This is an optimization exercise on Yosys and OpenROAD, whose aim is small area, not a production implementation. Only simulation tests tie the RTL to the original design; equivalence was not proved.

## zinc
==> flow/design.v <==
`default_nettype none
package host_pkg;
  typedef logic [31:0] cfg_addr_t;
  typedef logic [31:0] cfg_data_t;
  typedef logic [1:0]  cfg_resp_t;
  typedef logic [2:0]  reg_idx_t;
  typedef logic [31:0] counter_t;
  localparam cfg_resp_t RespOkay   = 2'b00;
  localparam cfg_resp_t RespSlvErr = 2'b10;
  localparam int unsigned NumCounters = 4;
  localparam cfg_data_t UnmappedData = 32'hdeadf000;
  localparam reg_idx_t CntBaseIdx = 3'd0;
  localparam reg_idx_t ThrBaseIdx = 3'd4;
  typedef struct packed {
    logic write_miss;
    logic write_hit;
    logic read_miss;
    logic read_hit;
  } llc_events_t;
  typedef struct packed {
    logic      aw_valid;
    cfg_addr_t aw_addr;
    logic      w_valid;
    cfg_data_t w_data;
    logic      b_ready;
    logic      ar_valid;
    cfg_addr_t ar_addr;
    logic      r_ready;
  } lite_req_t;
  typedef struct packed {
    logic      aw_ready;
    logic      w_ready;
    logic      b_valid;
    cfg_resp_t b_resp;
    logic      ar_ready;
    logic      r_valid;
    cfg_resp_t r_resp;
    cfg_data_t r_data;
  } lite_resp_t;
  typedef enum logic [1:0] {
    CFG_IDLE,
    CFG_RDATA,
    CFG_BRESP
  } cfg_state_e;
endpackage
`default_nettype wire
`timescale 1ns/1ps
`default_nettype none
module host_domain_top (
  input  logic        clk_i,
  input  logic        arst_n_i,
  input  logic        cfg_aw_valid_i,
  input  logic [31:0] cfg_aw_addr_i,
  input  logic        cfg_w_valid_i,
  input  logic [31:0] cfg_w_data_i,
  input  logic        cfg_b_ready_i,
  input  logic        cfg_ar_valid_i,
  input  logic [31:0] cfg_ar_addr_i,
  input  logic        cfg_r_ready_i,
  output logic        cfg_aw_ready_o,
  output logic        cfg_w_ready_o,
  output logic        cfg_b_valid_o,
  output logic [1:0]  cfg_b_resp_o,
  output logic        cfg_ar_ready_o,
  output logic        cfg_r_valid_o,
  output logic [1:0]  cfg_r_resp_o,
  output logic [31:0] cfg_r_data_o,
  input  logic [3:0]  llc_events_i,
  output logic [3:0]  pmu_irq_o,
  input  logic        dma_pe_evt_valid_i,
  output logic        dma_pe_evt_o,
  output logic        dma_pe_evt_ack_o
);
  logic rv_q, bv_q;
  logic idle, rd_acc, wr_acc;
  assign idle   = ~(rv_q | bv_q);
  assign rd_acc = idle & cfg_ar_valid_i;
  assign wr_acc = idle & ~cfg_ar_valid_i & cfg_aw_valid_i & cfg_w_valid_i;
  always_ff @(posedge clk_i or negedge arst_n_i) begin
    if (!arst_n_i) begin
      rv_q <= 1'b0;
      bv_q <= 1'b0;
    end else begin
      rv_q <= rd_acc | (rv_q & ~cfg_r_ready_i);
      bv_q <= wr_acc | (bv_q & ~cfg_b_ready_i);
    end
  end
  assign cfg_ar_ready_o = idle;
  assign cfg_aw_ready_o = idle & ~cfg_ar_valid_i & cfg_w_valid_i;
  assign cfg_w_ready_o  = idle & ~cfg_ar_valid_i & cfg_aw_valid_i;
  assign cfg_r_valid_o  = rv_q;
  assign cfg_b_valid_o  = bv_q;
  logic       ar_map, aw_map;
  logic [2:0] ar_idx, aw_idx;
  assign ar_map = ~|cfg_ar_addr_i[31:5];
  assign aw_map = ~|cfg_aw_addr_i[31:5];
  assign ar_idx = cfg_ar_addr_i[4:2];
  assign aw_idx = cfg_aw_addr_i[4:2];
  logic [3:0] cnt_ld, thr_we;
  always_comb begin
    for (int k = 0; k < 4; k++) begin
      cnt_ld[k] = wr_acc & aw_map & (aw_idx == 3'(k));
      thr_we[k] = wr_acc & aw_map & (aw_idx == 3'(k + 4));
    end
  end
  logic        init_q;
  logic [31:0] cnt_q [4];
  function automatic logic [31:0] cnt_inc(input logic [31:0] a, input logic ev);
    logic [3:0] ones, bc;
    logic       c;
    for (int j = 0; j < 4; j++) ones[j] = &a[8*j +: 8];
    bc[0] = ev & ~&ones;
    for (int j = 1; j < 4; j++) bc[j] = bc[j-1] & ones[j-1];
    for (int j = 0; j < 4; j++) begin
      c = bc[j];
      for (int i = 0; i < 8; i++) begin
        cnt_inc[8*j+i] = a[8*j+i] ^ c;
        c = c & a[8*j+i];
      end
    end
  endfunction
  always_ff @(posedge clk_i or negedge arst_n_i) begin
    if (!arst_n_i) init_q <= 1'b0;
    else           init_q <= 1'b1;
  end
  always_ff @(posedge clk_i) begin
    for (int k = 0; k < 4; k++) begin
      if (cnt_ld[k])
        cnt_q[k] <= cfg_w_data_i;
      else if (init_q)
        cnt_q[k] <= cnt_inc(cnt_q[k], llc_events_i[k]);
      else
        cnt_q[k] <= {31'd0, llc_events_i[k]};
    end
  end
  function automatic logic cnt_ge(input logic [31:0] a, input logic [31:0] nb);
    logic [31:0] g, p;
    for (int i = 0; i < 32; i++) begin
      g[i] = a[i] & nb[i];
      p[i] = a[i] | nb[i];
    end
    g[0] = p[0];   
    for (int s = 1; s < 32; s = s * 2) begin
      for (int i = 0; i < 32; i = i + 2 * s) begin
        g[i+2*s-1] = g[i+2*s-1] | (p[i+2*s-1] & g[i+s-1]);
        p[i+2*s-1] = p[i+2*s-1] & p[i+s-1];
      end
    end
    cnt_ge = g[31];
  endfunction
  logic [31:0] thr_n_q [4];    
  logic [3:0]  thr_nz_q;
  always_ff @(posedge clk_i) begin
    for (int k = 0; k < 4; k++) begin
      if (thr_we[k]) thr_n_q[k] <= ~cfg_w_data_i;
    end
  end
  always_ff @(posedge clk_i or negedge arst_n_i) begin
    if (!arst_n_i) begin
      thr_nz_q <= '0;
    end else begin
      for (int k = 0; k < 4; k++) begin
        if (thr_we[k]) thr_nz_q[k] <= |cfg_w_data_i;
      end
    end
  end
  always_comb begin
    for (int k = 0; k < 4; k++) begin
      pmu_irq_o[k] = thr_nz_q[k] & cnt_ge(cnt_q[k], thr_n_q[k]);
    end
  end
  logic [31:0] rd_val, r_data_q;
  logic        resp_q;
  always_comb begin
    rd_val = ar_map ? 32'd0 : 32'hdeadf000;
    for (int k = 0; k < 4; k++) begin
      if (ar_map & init_q & (ar_idx == 3'(k)))            rd_val = rd_val | cnt_q[k];
      if (ar_map & thr_nz_q[k] & (ar_idx == 3'(k + 4)))   rd_val = rd_val | ~thr_n_q[k];
    end
  end
  always_ff @(posedge clk_i) begin
    if (idle) begin
      r_data_q <= rd_val;
      resp_q   <= cfg_ar_valid_i ? ~ar_map : ~aw_map;
    end
  end
  assign cfg_r_data_o = r_data_q;
  assign cfg_r_resp_o = {resp_q, 1'b0};
  assign cfg_b_resp_o = {resp_q, 1'b0};
  logic [1:0] sync_q;
  logic       last_q, pulse_q;
  always_ff @(posedge clk_i or negedge arst_n_i) begin
    if (!arst_n_i) begin
      sync_q  <= '0;
      last_q  <= 1'b0;
      pulse_q <= 1'b0;
    end else begin
      sync_q  <= {sync_q[0], dma_pe_evt_valid_i};
      last_q  <= sync_q[1];
      pulse_q <= sync_q[1] ^ last_q;
    end
  end
  assign dma_pe_evt_ack_o = sync_q[1];
  assign dma_pe_evt_o     = pulse_q;
endmodule
`default_nettype wire
clock: 5.0 ns
lec_check: 0
cap_margin: 0
core_margin: 2
core_utilization: 65
slew_margin: 0
standard.sh (not shown) runs the stock make flow with config.mk's settings and CLKGATE_MAP_FILE= SYNTH_SCRIPT=/design/flow/synth_recipe.tcl, a recipe that flattens the netlist after the stock synthesis.
==> flow/flow/run.sh <==
#!/bin/bash
# The standard ORFS layout with three changes:
# - synthesis maps the logic with flow/abc_area.script, an area-oriented
#   ABC script, in place of ORFS's abc_speed.script; everything else in
#   synthesis (including flip-flop mapping) is the standard synthesis;
# - the port buffers are the smallest buffer (buf_1), not the default cell;
# - clock tree synthesis adds no dummy loads and clusters up to 14 sinks
#   within 50 um on clkbuf_8, instead of many more clkbuf_16 leaves.
# Each tool's full output stays in the ORFS logs under orfs/logs; make's
# output goes to synth.log and standard.log.
set -euo pipefail
here=$(pwd)
rm -rf "$here/scripts_abc"
cp -r "$FLOW_HOME/scripts" "$here/scripts_abc"
cp "$here/flow/abc_area.script" "$here/scripts_abc/abc_speed.script"
SCRIPTS_DIR="$here/scripts_abc" bash standard.sh synth > synth.log 2>&1
export BUFFER_PORTS_ARGS="-buffer_cell sky130_fd_sc_hd__buf_1"
export CTS_ARGS="-sink_clustering_enable -repair_clock_nets -dont_use_dummy_load -buf_list sky130_fd_sc_hd__clkbuf_4 -sink_clustering_size 10 -sink_clustering_max_diameter 40"
bash standard.sh finish > standard.log 2>&1
==> flow/flow/abc_area.script <==
&get -n
&st
&syn2
&dch
&nf
&put
#### Input delta (onyx over zinc)
--- a/flow/design.v
+++ b/flow/design.v
@@ -105,18 +105,18 @@
   end
   logic        init_q;
   logic [31:0] cnt_q [4];
   function automatic logic [31:0] cnt_inc(input logic [31:0] a, input logic ev);
-    logic [3:0] ones, bc;
+    logic [7:0] ones, bc;
     logic       c;
-    for (int j = 0; j < 4; j++) ones[j] = &a[8*j +: 8];
+    for (int j = 0; j < 8; j++) ones[j] = &a[4*j +: 4];
     bc[0] = ev & ~&ones;
-    for (int j = 1; j < 4; j++) bc[j] = bc[j-1] & ones[j-1];
-    for (int j = 0; j < 4; j++) begin
+    for (int j = 1; j < 8; j++) bc[j] = bc[j-1] & ones[j-1];
+    for (int j = 0; j < 8; j++) begin
       c = bc[j];
-      for (int i = 0; i < 8; i++) begin
-        cnt_inc[8*j+i] = a[8*j+i] ^ c;
-        c = c & a[8*j+i];
+      for (int i = 0; i < 4; i++) begin
+        cnt_inc[4*j+i] = a[4*j+i] ^ c;
+        c = c & a[4*j+i];
       end
     end
   endfunction
   always_ff @(posedge clk_i or negedge arst_n_i) begin
==> notes.md <==
Diff zinc -> onyx | number of buffers other than clock buffers in the final layout | up slightly. Summary of onyx over zinc: xor/xnor share of the synthesized area neither gained nor lost much; global-route usage lost 0.54 points. onyx vs zinc — total wire length climbed slightly. | fraction of the cycle the final worst path needs | zinc vs onyx | ≈ equal |.

## port drivers added, routing unchanged
No port has a modelled driver above. Below, the same layouts with a new extraction and two added sets of constraints. Step 1 assumes that a clkbuf_16 drives the clock port and a buf_2 every other input. Step 2 times the ports against the registers' clock, not the clock port: input delays grow and output delays shrink by t, the midpoint of the rising clock arrivals with the driver on. Three values: ideal ports, drivers, drivers and shift; two values: the first two.
| run | t (ns) | slack for setup (ns) | clock arrival spread, ns |
|---|---|---|---|
| zinc | 0.674 | 0.462 / 0.420 / 1.095 | 0.080 / 0.081 |
| onyx | 0.683 | 0.465 / 0.425 / 0.297 | 0.070 / 0.071 |
After both steps setup and hold are still met in every run listed. For onyx, which loses most, drivers alone change the setup slack by -0.040 ns; drivers and shift together by -0.168 ns.
